Source: an optimization exercise on an open RTL-to-GDS flow (aim: small area, a short achievable clock period and few clock cycles). Production flows keep margins and buffers that such runs may drop. The RTL was checked by simulation tests, not by an equivalence proof against the original design. Power is estimated from default activity; no workload was simulated.

==> run Y: inputs <==
Design intel_hex_record_encoder, start of the top module:
module intel_hex_record_encoder #(
   parameter int RECORD_BYTES = 16,
   parameter int CMD_DEPTH    = 2
) (
   input  wire                   clock,
   input  wire                   reset,
   input  wire                   req_push,
   output logic                  req_full,
   input  wire  [8:0]            req_data,
   output logic                  rsp_empty,
   input  wire                   rsp_pop,
   output logic [8:0]            rsp_data,
   input  wire                   csr_we,
   input  wire [1:0]             csr_wdata
);
clock: 4.5 ns
lec_check: 0
cap_margin: 20
core_margin: 2
core_utilization: 40
cts_cluster_diameter: 100
cts_cluster_size: 30
setup_slack_margin: 2.4
slew_margin: 20
run.sh (not shown) runs the stock make flow with config.mk's settings and CLKGATE_MAP_FILE= SYNTH_SCRIPT=/design/flow/synth_recipe.tcl, a recipe that flattens the netlist after the stock synthesis.
==> inputs of run K, as changes to run Y <==
--- a/flow/design.v
+++ b/flow/design.v
@@ -39,26 +39,27 @@
    input  wire        csr_we,
    input  wire [1:0]  csr_wdata,
    output logic       wr_en,
    output logic [3:0] wr_idx,
    output logic [7:0] wr_byte,
    input  wire        rd_ev,
+   input  wire [3:0]  rd_ptr,
    input  wire        job_take,
    output logic       job_v,
    output logic       job_has,
    output logic       job_end,
    output logic [4:0] job_cnt
 );
    logic [1:0] mode_ff;
    logic       par_ff;
    logic [3:0] pos_ff;
    logic [4:0] cnt_ff;
-   logic [3:0] wptr_ff;
-   logic [4:0] free_ff, free_in, free_up, free_dn;
+   logic [3:0] wptr_ff, wptr_inc;
+   logic       full16_ff, full16_in, one_free;
    logic       full_ff;
-   logic       job_v_in, free0_in;
+   logic       job_v_in;
    logic       accept, eod, keep, blkend;
    logic [1:0] mode_in;
    logic       par_in, keep_ff;
    assign req_full = full_ff;
    assign accept   = req_push && !full_ff;
    assign eod      = req_data[0];
@@ -66,54 +67,53 @@
    assign blkend   = eod || (pos_ff == 4'd15);
    assign mode_in = csr_we ? csr_wdata : mode_ff;
    assign par_in  = accept ? (!eod && !par_ff) : par_ff;
    assign wr_en   = accept && keep;
    assign wr_idx  = wptr_ff;
    assign wr_byte = req_data[8:1];
-   assign free_up  = free_ff + 5'd1;
-   assign free_dn  = free_ff - 5'd1;
-   assign free_in  = (wr_en == rd_ev) ? free_ff : (wr_en ? free_dn : free_up);
+   assign job_cnt  = cnt_ff;
+   assign job_has  = !job_end || (pos_ff != 4'd0);
    assign job_v_in = (job_v && !job_take) || (accept && blkend);
-   assign free0_in = !rd_ev && (free_ff == 5'd0 || (free_ff == 5'd1 && wr_en));
+   assign wptr_inc  = wptr_ff + 4'd1;
+   assign one_free  = (wptr_inc == rd_ptr);
+   assign full16_in = !rd_ev && (full16_ff || (one_free && wr_en));
    always_ff @(posedge clock) begin
       if (reset) begin
-         mode_ff <= 2'd0;
-         par_ff  <= 1'b0;
-         keep_ff <= 1'b1;
-         pos_ff  <= 4'd0;
-         cnt_ff  <= 5'd0;
-         wptr_ff <= 4'd0;
-         free_ff <= 5'd16;
-         full_ff <= 1'b0;
-         job_v   <= 1'b0;
+         mode_ff   <= 2'd0;
+         par_ff    <= 1'b0;
+         keep_ff   <= 1'b1;
+         pos_ff    <= 4'd0;
+         cnt_ff    <= 5'd0;
+         wptr_ff   <= 4'd0;
+         full16_ff <= 1'b0;
+         full_ff   <= 1'b0;
+         job_v     <= 1'b0;
       end else begin
-         mode_ff <= mode_in;
-         par_ff  <= par_in;
-         keep_ff <= (mode_in == 2'd1) ? !par_in : (mode_in == 2'd2) ? par_in : 1'b1;
-         if (accept) begin
-            if (keep) begin
-               wptr_ff <= wptr_ff + 4'd1;
-            end
-            if (blkend) begin
-               pos_ff <= 4'd0;
-               cnt_ff <= 5'd0;
-            end else begin
+         mode_ff   <= mode_in;
+         par_ff    <= par_in;
+         keep_ff   <= (mode_in == 2'd1) ? !par_in : (mode_in == 2'd2) ? par_in : 1'b1;
+         if (job_take) begin
+            pos_ff <= 4'd0;
+            cnt_ff <= 5'd0;
+         end else if (accept) begin
+            cnt_ff <= cnt_ff + {4'd0, keep};
+            if (!blkend) begin
                pos_ff <= pos_ff + 4'd1;
-               cnt_ff <= cnt_ff + {4'd0, keep};
             end
          end
-         free_ff <= free_in;
-         full_ff <= job_v_in || free0_in;
-         job_v   <= job_v_in;
+         if (wr_en) begin
+            wptr_ff <= wptr_inc;
+         end
+         full16_ff <= full16_in;
+         full_ff   <= job_v_in || full16_in;
+         job_v     <= job_v_in;
       end
    end
    always_ff @(posedge clock) begin
       if (accept && blkend) begin
-         job_has <= !eod || (pos_ff != 4'd0);
          job_end <= eod;
-         job_cnt <= cnt_ff + {4'd0, keep};
       end
    end
 endmodule
 `default_nettype wire
 `timescale 1ns / 1ps
 `default_nettype none
@@ -268,16 +268,22 @@
       if (g_cls == ClsLit) begin
          case (g_nib)
             LitColon:   ch = 8'h3a;
             LitNewline: ch = 8'h0a;
             default:    ch = 8'h46;
          endcase
-      end else if (n < 4'd10) begin
-         ch = {4'h3, n};
       end else begin
-         ch = 8'h57 + {4'd0, n};
+         case (n)
+            4'ha:    ch = 8'h61;
+            4'hb:    ch = 8'h62;
+            4'hc:    ch = 8'h63;
+            4'hd:    ch = 8'h64;
+            4'he:    ch = 8'h65;
+            4'hf:    ch = 8'h66;
+            default: ch = {4'h3, n};
+         endcase
       end
    end
    assign acc_lo_sum = {1'b0, acc_ff[3:0]} + {1'b0, g_nib};
    assign acc_hi_sum = acc_ff[7:4] + g_nib;
    assign acc_hi_inc = acc_ff[7:4] + 4'd1;
    always_ff @(posedge clock) begin
@@ -373,12 +379,13 @@
       .csr_we    (csr_we),
       .csr_wdata (csr_wdata),
       .wr_en     (wr_en),
       .wr_idx    (wr_idx),
       .wr_byte   (wr_byte),
       .rd_ev     (rd_ev),
+      .rd_ptr    (rd_idx),
       .job_take  (job_take),
       .job_v     (job_v),
       .job_has   (job_has),
       .job_end   (job_end),
       .job_cnt   (job_cnt)
    );
- CORE_UTILIZATION: 40 -> 55
- SETUP_SLACK_MARGIN: 2.4 -> 2.5
==> notes <==
- Against run K, the synthesized cell count of run Y is larger by 5.3%.
- Of run K and run Y, run Y has the higher routed wire length (gap 6.9%, measured against run Y).
- In run K the first-iteration DRC count is lower than in run Y, by 23%.
- Against run Y, the register-to-register slack of run K is better by 0.05 ns.
- Die area: run Y is higher than run K (about 40%).
- Against run K, the sequential power of run Y is larger by about 3%.
- Synthesized area: run K is smaller than run Y (about 4%).
- Between run Y and run K, the lower hold slack is in run Y (gap 0.0011 ns).
- Between run K and run Y, the lower final cell count is in run K (gap 13%, measured against run Y).
- Between run K and run Y, the lower clock-buffer cell count is in run K (gap 2).
- Between run K and run Y, the lower via count is in run K (gap 6.3%, measured against run Y).
==> figures <==
| item | run Y | run K |
|---|---|---|
| Run status | no timing/DRC/antenna violations | no timing/DRC/antenna violations |
| Clock period minus worst slack | 2.040 ns | 1.984 ns |
| Fraction of area in clock buffers and inverters | 2.645% | 2.746% |
| Average size of a mapped cell | 13.97 µm² | 14.09 µm² |
| Multi-input combinational area share | 32.84% | 33.00% |
| Final instance count without filler cells | 1105 | 963 |
| Signal buf overhead | 5.075% | 5.660% |
| Violation count after the first detailed-routing iteration | 564 | 432 |
| Met2 wire length | 10.98 mm | 10.23 mm |
| Total Wirelength | 21.73 mm | 20.23 mm |
| Worst reg2reg path endpoint | u_back.acc_ff[7] | u_back.acc_ff[6] |
| Vertical die dimension | 163.7 µm | 137.3 µm |
| Cell internal power dissipation | 3015 µW | 2934 µW |
| Max Clock Freq | 0.4902 GHz | 0.5042 GHz |
| Plain + repair buffers | 65 | 64 |
| Critical path startpoint | u_back.o_empty | u_back.g_nib[0] |
| Critical Path Fanout Max | 3 | 4 |
| Layout cells sized above 1 | 20.39% | 20.87% |
| Detail-routed net length per standard cell | 19.66 µm | 21.00 µm |
| Number of global-route vias before repair | 6262 | 5525 |
| Sum of routed wire segments on met1 | 9.617 mm | 8.844 mm |
| Storage cell area | 0.006367 mm² | 0.006110 mm² |
| Complex-gate fraction of the synthesized area | 8.062% | 7.200% |
Testbench counts of run Y, summed over its fixed seeds: cycles 22,533.
Testbench counts of run K, summed over its fixed seeds: cycles 22,533.

separate check: timing with driven ports:
How much do the figures lean on ideal ports? The routed layouts below were timed once more, with nothing changed but the port constraints.
Step 1 assumes that a clkbuf_16 drives the clock port and a buf_2 every other input.
Step 2 adds t to the input delays and takes it off the output delays; t is the mean of the earliest and latest rising clock arrival at the registers after step 1. Input paths then give back, and output paths get back, about the clock's delay inside the block.
Slacks: ideal ports / drivers / drivers and shift; pairs: ideal ports / drivers.
run	t, ns	setup WS [ns]	slew at the worst register clock pin (ns)
run Y	0.514	2.460 / 2.416 / 2.009	0.12 / 0.12
run K	0.504	2.516 / 2.504 / 2.056	0.12 / 0.12
After both steps setup and hold are still met in every run listed. For run K, which loses most, drivers alone change the setup slack by -0.012 ns; drivers and shift together by -0.460 ns.
